Context: an optimization exercise on an open-source flow, tuned for small area, a short achievable clock period and few clock cycles per item. The choices shown serve that exercise and are no tape-out recipe. RTL that was checked went through simulation tests only; none was proved equivalent to the original. Power and IR drop assume default switching activity.

Q:
==> flow/design.v <==
package nand_cpu_pkg;
    localparam int ADDR_WIDTH = 16;
    localparam int DATA_SIZE = 8;
    localparam int MEM_TRANS_SIZE = 16;
    typedef logic [ADDR_WIDTH-1:0] addr_t;
    typedef logic [DATA_SIZE-1:0] instr_t;
    typedef logic [MEM_TRANS_SIZE-1:0] beat_t;
endpackage
module fetch_top (
    input logic clk,
    input logic n_rst,
    output logic instr_valid,
    input logic instr_ready,
    output nand_cpu_pkg::instr_t instr_data,
    output nand_cpu_pkg::addr_t instr_pc,
    input logic branch_valid,
    input nand_cpu_pkg::addr_t branch_target,
    output logic mem_req,
    output logic [12:0] mem_addr,
    input logic mem_ack,
    input logic [15:0] mem_data
);
    nand_cpu_pkg::addr_t pc;      
    logic out_valid;
    nand_cpu_pkg::instr_t out_data;
    logic [14:0] nf;              
    logic req;                    
    logic act;                    
    logic [1:0] beat;             
    logic stale;                  
    logic [15:0] fifo [2];
    logic rptr, wptr;
    logic ne;                     
    logic full;                   
    logic need, nxt0, beat_in, pop, keep, push, push_need, issue, restart;
    nand_cpu_pkg::beat_t head;
    nand_cpu_pkg::addr_t pc_next;
    assign mem_req = req;
    assign mem_addr = nf[14:2];
    assign instr_valid = out_valid;
    assign instr_pc = pc;
    assign instr_data = out_data;
    assign pc_next = branch_valid ? branch_target :
                     (out_valid && instr_ready) ? pc + 1'b1 : pc;
    assign need = !out_valid || instr_ready;
    assign nxt0 = out_valid ^ pc[0];
    assign rptr = pc[1] ^ (out_valid && pc[0]);
    assign wptr = nf[0];
    assign head = fifo[rptr];
    assign beat_in = act && !stale && (beat == nf[1:0]);
    assign pop = need && ne && nxt0;
    assign keep = beat_in && (!full || pop);
    assign push_need = ne ? (!full || nxt0) : !nxt0;
    assign push = beat_in && (need ? push_need : !full);
    assign issue = !req && (!act || beat == 2'd3);
    assign restart = issue && (branch_valid || stale);
    always_ff @(posedge clk) begin
        if (!n_rst) begin
            pc <= '0;
            out_valid <= 1'b0;
            req <= 1'b0;
            act <= 1'b0;
            stale <= 1'b1;
            ne <= 1'b0;
            full <= 1'b0;
        end else begin
            pc <= pc_next;
            out_valid <= !branch_valid && ((out_valid && !instr_ready) || ne || beat_in);
            if (req && mem_ack) begin
                req <= 1'b0;
                act <= 1'b1;
            end else if (act && beat == 2'd3) begin
                act <= 1'b0;
            end
            if (issue) begin
                req <= 1'b1;
            end
            stale <= !issue && (stale || branch_valid);
            if (branch_valid) begin
                ne <= 1'b0;
                full <= 1'b0;
            end else if (push != pop) begin
                ne <= push || full;
                full <= push && ne;
            end
        end
    end
    always_ff @(posedge clk) begin
        if (act) begin
            beat <= beat + 1'b1;
        end else begin
            beat <= '0;
        end
        if (restart || keep) begin
            nf <= restart ? pc_next[15:1] : nf + 1'b1;
        end
        if (need) begin
            if (ne) begin
                out_data <= nxt0 ? head[15:8] : head[7:0];
            end else begin
                out_data <= nxt0 ? mem_data[15:8] : mem_data[7:0];
            end
        end
        if (push) begin
            fifo[wptr] <= mem_data;
        end
    end
endmodule
Settings: LEC_CHECK=0, ABC_CLOCK_PERIOD_IN_PS=2500, CAP_MARGIN=20, CORE_MARGIN=2, CORE_UTILIZATION=40, PLACE_DENSITY=0.6, SETUP_SLACK_MARGIN=4.2, SLEW_MARGIN=20; clock period 6.5 ns.
standard.sh (not shown) runs the stock make flow with config.mk's settings and CLKGATE_MAP_FILE= SYNTH_SCRIPT=/design/flow/synth_recipe.tcl, a recipe that flattens the netlist after the stock synthesis.
==> flow/flow/run.sh <==
#!/bin/bash
# The standard layout, with the smallest buffer (buf_1) on every input and
# output port instead of the one buffer_ports picks by default.
set -euo pipefail
export BUFFER_PORTS_ARGS="-buffer_cell sky130_fd_sc_hd__buf_1"
bash standard.sh > standard_flow.log 2>&1
What R does differently from Q at the input level:
--- a/flow/design.v
+++ b/flow/design.v
@@ -28,26 +28,25 @@
     logic act;                    
     logic [1:0] beat;             
     logic stale;                  
     logic [15:0] fifo [2];
-    logic rptr, wptr;
+    logic rptr, wptr;             
     logic ne;                     
     logic full;                   
     logic need, nxt0, beat_in, pop, keep, push, push_need, issue, restart;
     nand_cpu_pkg::beat_t head;
-    nand_cpu_pkg::addr_t pc_next;
+    nand_cpu_pkg::addr_t pc_next, pc_hold;
     assign mem_req = req;
     assign mem_addr = nf[14:2];
     assign instr_valid = out_valid;
     assign instr_pc = pc;
     assign instr_data = out_data;
-    assign pc_next = branch_valid ? branch_target :
-                     (out_valid && instr_ready) ? pc + 1'b1 : pc;
+    assign pc_hold = branch_valid ? branch_target : pc;
+    assign pc_next = (out_valid && instr_ready && !branch_valid) ? pc + 1'b1 : pc_hold;
     assign need = !out_valid || instr_ready;
     assign nxt0 = out_valid ^ pc[0];
-    assign rptr = pc[1] ^ (out_valid && pc[0]);
-    assign wptr = nf[0];
     assign head = fifo[rptr];
+    assign wptr = rptr ^ (ne && !full);
     assign beat_in = act && !stale && (beat == nf[1:0]);
     assign pop = need && ne && nxt0;
     assign keep = beat_in && (!full || pop);
     assign push_need = ne ? (!full || nxt0) : !nxt0;
@@ -91,9 +90,12 @@
         end else begin
             beat <= '0;
         end
         if (restart || keep) begin
-            nf <= restart ? pc_next[15:1] : nf + 1'b1;
+            nf <= restart ? pc_hold[15:1] : nf + 1'b1;
+        end
+        if (pop) begin
+            rptr <= !rptr;
         end
         if (need) begin
             if (ne) begin
                 out_data <= nxt0 ? head[15:8] : head[7:0];
[summary]
- R: no failed stages, no open violations at the end
- Cmp R and Q / sequential cell count / lower: Q
- Across both runs, combinational power share was higher for R than for Q.
- Measured against each other, R and Q differ in critical path data arrival time, the higher figure coming from Q.
- As far as cts-stage hold buffer count goes, Q and R are indistinguishable; the numbers are identical.
- Compared with Q, R shows via density per instance that has gone up by a few percent.
- Compared with Q, R shows final worst slack higher by 21 ps.
- Summary of R over Q: max-capacitance violation count ~0 delta; met2 usage in global routing +0.80 points; portion of total power attributed to the clock network +1.3 points.
Function was not checked in any run of this note: the RTL went through the layout flow alone.


## red
Another version of the RTL of fetch_top (not shown whole).
Size: ~81 flip-flops.
==> module fetch_top, before the edit <==
module fetch_top (
    input logic clk,
    input logic n_rst,
    output logic instr_valid,
    input logic instr_ready,
    output nand_cpu_pkg::instr_t instr_data,
    output nand_cpu_pkg::addr_t instr_pc,
    input logic branch_valid,
    input nand_cpu_pkg::addr_t branch_target,
    output logic mem_req,
    output logic [12:0] mem_addr,
    input logic mem_ack,
    input logic [15:0] mem_data
);
    nand_cpu_pkg::addr_t pc;      
    logic out_valid;
    nand_cpu_pkg::instr_t out_data;
    logic [14:0] nf;              
    logic req;                    
    logic act;                    
    logic [1:0] beat;             
    logic stale;                  
    logic [15:0] fifo [2];
    logic rptr, wptr;             
    logic ne;                     
    logic full;                   
    logic need, nxt0, beat_in, pop, keep, push, push_need, issue, restart;
    nand_cpu_pkg::beat_t head;
    nand_cpu_pkg::addr_t pc_next;
    assign mem_req = req;
    assign mem_addr = nf[14:2];
    assign instr_valid = out_valid;
    assign instr_pc = pc;
    assign instr_data = out_data;
    nand_cpu_pkg::addr_t pc_inc;
    logic [14:0] nf_inc;
    always_comb begin
        logic c;
        c = 1'b1;
        for (int i = 0; i < 16; i++) begin
            pc_inc[i] = pc[i] ^ c;
            c = c & pc[i];
        end
        c = 1'b1;
        for (int i = 0; i < 15; i++) begin
            nf_inc[i] = nf[i] ^ c;
            c = c & nf[i];
        end
    end
    assign pc_next = branch_valid ? branch_target :
                     (out_valid && instr_ready) ? pc_inc : pc;
    assign need = !out_valid || instr_ready;
    assign nxt0 = out_valid ^ pc[0];
    assign head = fifo[rptr];
    assign wptr = rptr ^ (ne && !full);
    assign beat_in = act && !stale && (beat == nf[1:0]);
    assign pop = need && ne && nxt0;
    assign keep = beat_in && (!full || pop);
    assign push_need = ne ? (!full || nxt0) : !nxt0;
    assign push = beat_in && (need ? push_need : !full);
    assign issue = !req && (!act || beat == 2'd3);
    assign restart = issue && (branch_valid || stale);
    always_ff @(posedge clk) begin
        if (!n_rst) begin
            pc <= '0;
            out_valid <= 1'b0;
            req <= 1'b0;
            act <= 1'b0;
            stale <= 1'b1;
            ne <= 1'b0;
            full <= 1'b0;
        end else begin
            pc <= pc_next;
            out_valid <= !branch_valid && ((out_valid && !instr_ready) || ne || beat_in);
            if (req && mem_ack) begin
                req <= 1'b0;
                act <= 1'b1;
            end else if (act && beat == 2'd3) begin
                act <= 1'b0;
            end
            if (issue) begin
                req <= 1'b1;
            end
            stale <= !issue && (stale || branch_valid);
            if (branch_valid) begin
                ne <= 1'b0;
                full <= 1'b0;
            end else if (push != pop) begin
                ne <= push || full;
                full <= push && ne;
            end
        end
    end
    always_ff @(posedge clk) begin
        if (act) begin
            beat <= beat + 1'b1;
        end else begin
            beat <= '0;
        end
        if (restart || keep) begin
            nf <= restart ? pc_next[15:1] : nf_inc;
        end
        if (pop) begin
            rptr <= !rptr;
        end
        if (need) begin
            if (ne) begin
                out_data <= nxt0 ? head[15:8] : head[7:0];
            end else begin
                out_data <= nxt0 ? mem_data[15:8] : mem_data[7:0];
            end
        end
        if (push) begin
            fifo[wptr] <= mem_data;
        end
    end
endmodule
Settings: LEC_CHECK=0, ABC_CLOCK_PERIOD_IN_PS=2500, CAP_MARGIN=20, CORE_MARGIN=2, CORE_UTILIZATION=40, PLACE_DENSITY=0.6, SETUP_SLACK_MARGIN=4.2, SLEW_MARGIN=20; clock period 6.5 ns.
Scripts as last shown in full above: flow/flow/run.sh
diff inputs: red => blue
--- a/flow/design.v
+++ b/flow/design.v
@@ -38,27 +38,12 @@
     assign mem_req = req;
     assign mem_addr = nf[14:2];
     assign instr_valid = out_valid;
     assign instr_pc = pc;
     assign instr_data = out_data;
-    nand_cpu_pkg::addr_t pc_inc;
-    logic [14:0] nf_inc;
-    always_comb begin
-        logic c;
-        c = 1'b1;
-        for (int i = 0; i < 16; i++) begin
-            pc_inc[i] = pc[i] ^ c;
-            c = c & pc[i];
-        end
-        c = 1'b1;
-        for (int i = 0; i < 15; i++) begin
-            nf_inc[i] = nf[i] ^ c;
-            c = c & nf[i];
-        end
-    end
     assign pc_next = branch_valid ? branch_target :
-                     (out_valid && instr_ready) ? pc_inc : pc;
+                     (out_valid && instr_ready) ? pc + 1'b1 : pc;
     assign need = !out_valid || instr_ready;
     assign nxt0 = out_valid ^ pc[0];
     assign head = fifo[rptr];
     assign wptr = rptr ^ (ne && !full);
     assign beat_in = act && !stale && (beat == nf[1:0]);
@@ -104,11 +89,11 @@
             beat <= beat + 1'b1;
         end else begin
             beat <= '0;
         end
         if (restart || keep) begin
-            nf <= restart ? pc_next[15:1] : nf_inc;
+            nf <= restart ? pc_next[15:1] : nf + 1'b1;
         end
         if (pop) begin
             rptr <= !rptr;
         end
         if (need) begin
## What came out
Delta(register share of total power, blue - red) < 0
Sequential fraction of total cell area: blue and red compared, higher one is blue
Run comparison: red destination of the critical timing path nf[14]$_DFFE_PP_; blue destination of the critical timing path nf[1]$_DFFE_PP_
Looking at core utilization, blue sits 2.2 points lower than red does.
Between red and blue, the flow reports width of the die increasing slightly.
Going from red to blue, total setup buffers inserted after CTS went up, mux cell area share after synthesis went up, area after synthesis went up, detailed route wirelength on metal3 went down, power after layout went up.
Testbench counts of blue, summed over its fixed seeds: cycles 64,126, bytes 34,829.
No functional check of the RTL was part of red.


job 104:
fetch_top with an RTL version that a note above also has.
For scale: roughly 81 flip-flops.
==> module fetch_top, before the edit <==
module fetch_top (
    input logic clk,
    input logic n_rst,
    output logic instr_valid,
    input logic instr_ready,
    output nand_cpu_pkg::instr_t instr_data,
    output nand_cpu_pkg::addr_t instr_pc,
    input logic branch_valid,
    input nand_cpu_pkg::addr_t branch_target,
    output logic mem_req,
    output logic [12:0] mem_addr,
    input logic mem_ack,
    input logic [15:0] mem_data
);
    nand_cpu_pkg::addr_t pc;      
    logic out_valid;
    nand_cpu_pkg::instr_t out_data;
    logic [14:0] nf;              
    logic req;                    
    logic act;                    
    logic [1:0] beat;             
    logic stale;                  
    logic [15:0] fifo [2];
    logic rptr, wptr;             
    logic ne;                     
    logic full;                   
    logic need, nxt0, beat_in, pop, keep, push, push_need, issue, restart;
    nand_cpu_pkg::beat_t head;
    nand_cpu_pkg::addr_t pc_next;
    assign mem_req = req;
    assign mem_addr = nf[14:2];
    assign instr_valid = out_valid;
    assign instr_pc = pc;
    assign instr_data = out_data;
    assign pc_next = branch_valid ? branch_target :
                     (out_valid && instr_ready) ? pc + 1'b1 : pc;
    assign need = !out_valid || instr_ready;
    assign nxt0 = out_valid ^ pc[0];
    assign head = fifo[rptr];
    assign wptr = rptr ^ (ne && !full);
    assign beat_in = act && !stale && (beat == nf[1:0]);
    assign pop = need && ne && nxt0;
    assign keep = beat_in && (!full || pop);
    assign push_need = ne ? (!full || nxt0) : !nxt0;
    assign push = beat_in && (need ? push_need : !full);
    assign issue = !req && (!act || beat == 2'd3);
    assign restart = issue && (branch_valid || stale);
    always_ff @(posedge clk) begin
        if (!n_rst) begin
            pc <= '0;
            out_valid <= 1'b0;
            req <= 1'b0;
            act <= 1'b0;
            stale <= 1'b1;
            ne <= 1'b0;
            full <= 1'b0;
        end else begin
            pc <= pc_next;
            out_valid <= !branch_valid && ((out_valid && !instr_ready) || ne || beat_in);
            if (req && mem_ack) begin
                req <= 1'b0;
                act <= 1'b1;
            end else if (act && beat == 2'd3) begin
                act <= 1'b0;
            end
            if (issue) begin
                req <= 1'b1;
            end
            stale <= !issue && (stale || branch_valid);
            if (branch_valid) begin
                ne <= 1'b0;
                full <= 1'b0;
            end else if (push != pop) begin
                ne <= push || full;
                full <= push && ne;
            end
        end
    end
    always_ff @(posedge clk) begin
        if (act) begin
            beat <= beat + 1'b1;
        end else begin
            beat <= '0;
        end
        if (restart || keep) begin
            nf <= restart ? pc_next[15:1] : nf + 1'b1;
        end
        if (pop) begin
            rptr <= !rptr;
        end
        if (need) begin
            if (ne) begin
                out_data <= nxt0 ? head[15:8] : head[7:0];
            end else begin
                out_data <= nxt0 ? mem_data[15:8] : mem_data[7:0];
            end
        end
        if (push) begin
            fifo[wptr] <= mem_data;
        end
    end
endmodule
export LEC_CHECK = 0
export ABC_CLOCK_PERIOD_IN_PS = 2500
export CAP_MARGIN = 20
export CORE_MARGIN = 2
export CORE_UTILIZATION = 40
export PLACE_DENSITY = 0.6
export SETUP_SLACK_MARGIN = 4.0
export SLEW_MARGIN = 20
create_clock -name core_clock -period 6.5 [get_ports {clk}]
Scripts as last shown in full above: flow/flow/run.sh
Testbench counts of job 104, summed over its fixed seeds: cycles 64,126, bytes 34,829.
Input changes introduced in job 101 (baseline for comparison: job 104):
==> flow/design.v, changed modules only <==
module fetch_top (
    input logic clk,
    input logic n_rst,
    output logic instr_valid,
    input logic instr_ready,
    output nand_cpu_pkg::instr_t instr_data,
    output nand_cpu_pkg::addr_t instr_pc,
    input logic branch_valid,
    input nand_cpu_pkg::addr_t branch_target,
    output logic mem_req,
    output logic [12:0] mem_addr,
    input logic mem_ack,
    input logic [15:0] mem_data
);
    nand_cpu_pkg::addr_t pc;      
    logic out_valid;
    nand_cpu_pkg::instr_t out_data;
    logic [14:0] nf;              
    logic req;                    
    logic act;                    
    logic [1:0] beat;             
    logic stale;                  
    logic [15:0] fifo [2];
    logic rptr, wptr;
    logic ne;                     
    logic full;                   
    logic need, nxt0, beat_in, pop, keep, push, push_need, issue, restart;
    nand_cpu_pkg::beat_t head;
    assign mem_req = req;
    assign mem_addr = nf[14:2];
    assign instr_valid = out_valid;
    assign instr_pc = pc;
    assign instr_data = out_data;
    assign need = !out_valid || instr_ready;
    assign nxt0 = out_valid ^ pc[0];
    assign head = fifo[rptr];
    assign beat_in = act && !stale && (beat == nf[1:0]);
    assign pop = need && ne && nxt0;
    assign keep = beat_in && (!full || pop);
    assign push_need = ne ? (!full || nxt0) : !nxt0;
    assign push = beat_in && (need ? push_need : !full);
    assign issue = !req && (!act || beat == 2'd3);
    assign restart = issue && (branch_valid || stale);
    always_ff @(posedge clk) begin
        if (!n_rst) begin
            pc <= '0;
            out_valid <= 1'b0;
            nf <= '0;
            req <= 1'b0;
            act <= 1'b0;
            beat <= '0;
            stale <= 1'b0;
            rptr <= 1'b0;
            wptr <= 1'b0;
            ne <= 1'b0;
            full <= 1'b0;
        end else begin
            if (branch_valid || (out_valid && instr_ready)) begin
                pc <= branch_valid ? branch_target : pc + 1'b1;
            end
            out_valid <= !branch_valid && ((out_valid && !instr_ready) || ne || beat_in);
            if (req && mem_ack) begin
                req <= 1'b0;
                act <= 1'b1;
                beat <= '0;
            end else if (act) begin
                beat <= beat + 1'b1;
                if (beat == 2'd3) begin
                    act <= 1'b0;
                end
            end
            if (issue) begin
                req <= 1'b1;
            end
            stale <= !issue && (stale || branch_valid);
            if (restart || keep) begin
                nf <= !restart ? nf + 1'b1 :
                      branch_valid ? branch_target[15:1] : pc[15:1];
            end
            if (branch_valid) begin
                rptr <= 1'b0;
                wptr <= 1'b0;
                ne <= 1'b0;
                full <= 1'b0;
            end else begin
                if (push) begin
                    wptr <= !wptr;
                end
                if (pop) begin
                    rptr <= !rptr;
                end
                if (push != pop) begin
                    ne <= push || full;
                    full <= push && ne;
                end
            end
        end
    end
    always_ff @(posedge clk) begin
        if (need) begin
            if (ne) begin
                out_data <= nxt0 ? head[15:8] : head[7:0];
            end else begin
                out_data <= nxt0 ? mem_data[15:8] : mem_data[7:0];
            end
        end
        if (push) begin
            fifo[wptr] <= mem_data;
        end
    end
endmodule
### Flow results
- Job 101 completed end to end with timing, DRC and antenna clean.
- Job 101 vs. job 104: number of vias in the routed layout picked up an extra 753; count of cells along the worst hold path picked up an extra 1; die height picked up an extra 2.2 µm; routed wire length picked up an extra about 28%; share of power burned in combinational logic picked up an extra 0.2 points.
- Per the comparison of job 101 with job 104, layout net count grew by about 16%; total routing usage reported by global routing now larger; area of the multi-input gates increased by 310 µm² relative to the old numbers; sequential share of cell area lower.
- Comparing job 101 and job 104, switching share of power is higher on job 101.
- Between job 101 and job 104, it is job 101 whose number of fill cells is higher, by 37.
- Between job 101 and job 104, switching power summed over all nets is higher for job 101, job 104 comes in under that.
- The synthesized area in job 101 sits about 4.4% above the value recorded for job 104.
- Job 101: share of the cycle needed by the critical path after routing is 0.47 points higher than what job 104 reported.
For job 101, only the layout was checked, not whether the RTL still works.

separate check: timing with driven ports:
How much do the figures lean on ideal ports? The routed layouts below were timed once more, with nothing changed but the port constraints. Step 1, drivers: a clkbuf_16 drives clk and a buf_2 each remaining input, both assumed. Step 2 also shifts input and output timing later by t, the mid clock arrival at the registers, as if the neighbouring blocks saw the same clock. Slacks: no drivers / after step 1 / after step 2; pairs: no drivers / after step 1.
| run | t (ns) | setup WS [ns] | worst setup path after step 2 | slew at the worst register clock pin (ns) | worst slew at a driven data input, ns |
|---|---|---|---|---|---|
| Q | 0.381 | 4.215 / 4.196 / 3.817 | input to register | 0.10 / 0.10 | 0.06 |
| R | 0.380 | 4.236 / 4.202 / 3.824 | input to register | 0.10 / 0.10 | 0.07 |
| red | 0.377 | 3.262 / 3.262 / 3.262 | register to register | 0.08 / 0.08 | 0.11 |
| blue | 0.386 | 4.228 / 4.195 / 3.834 | input to register | 0.10 / 0.10 | 0.06 |
| job 104 | 0.378 | 4.080 / 4.050 / 3.737 | input to register | 0.10 / 0.10 | 0.05 |
| job 101 | 0.389 | 4.049 / 4.048 / 3.662 | input to register | 0.09 / 0.09 | 0.04 |
After both steps setup and hold are still met in every run listed. The setup slack of R, which loses most, moves by -0.034 ns with the drivers and by -0.412 ns with both steps.
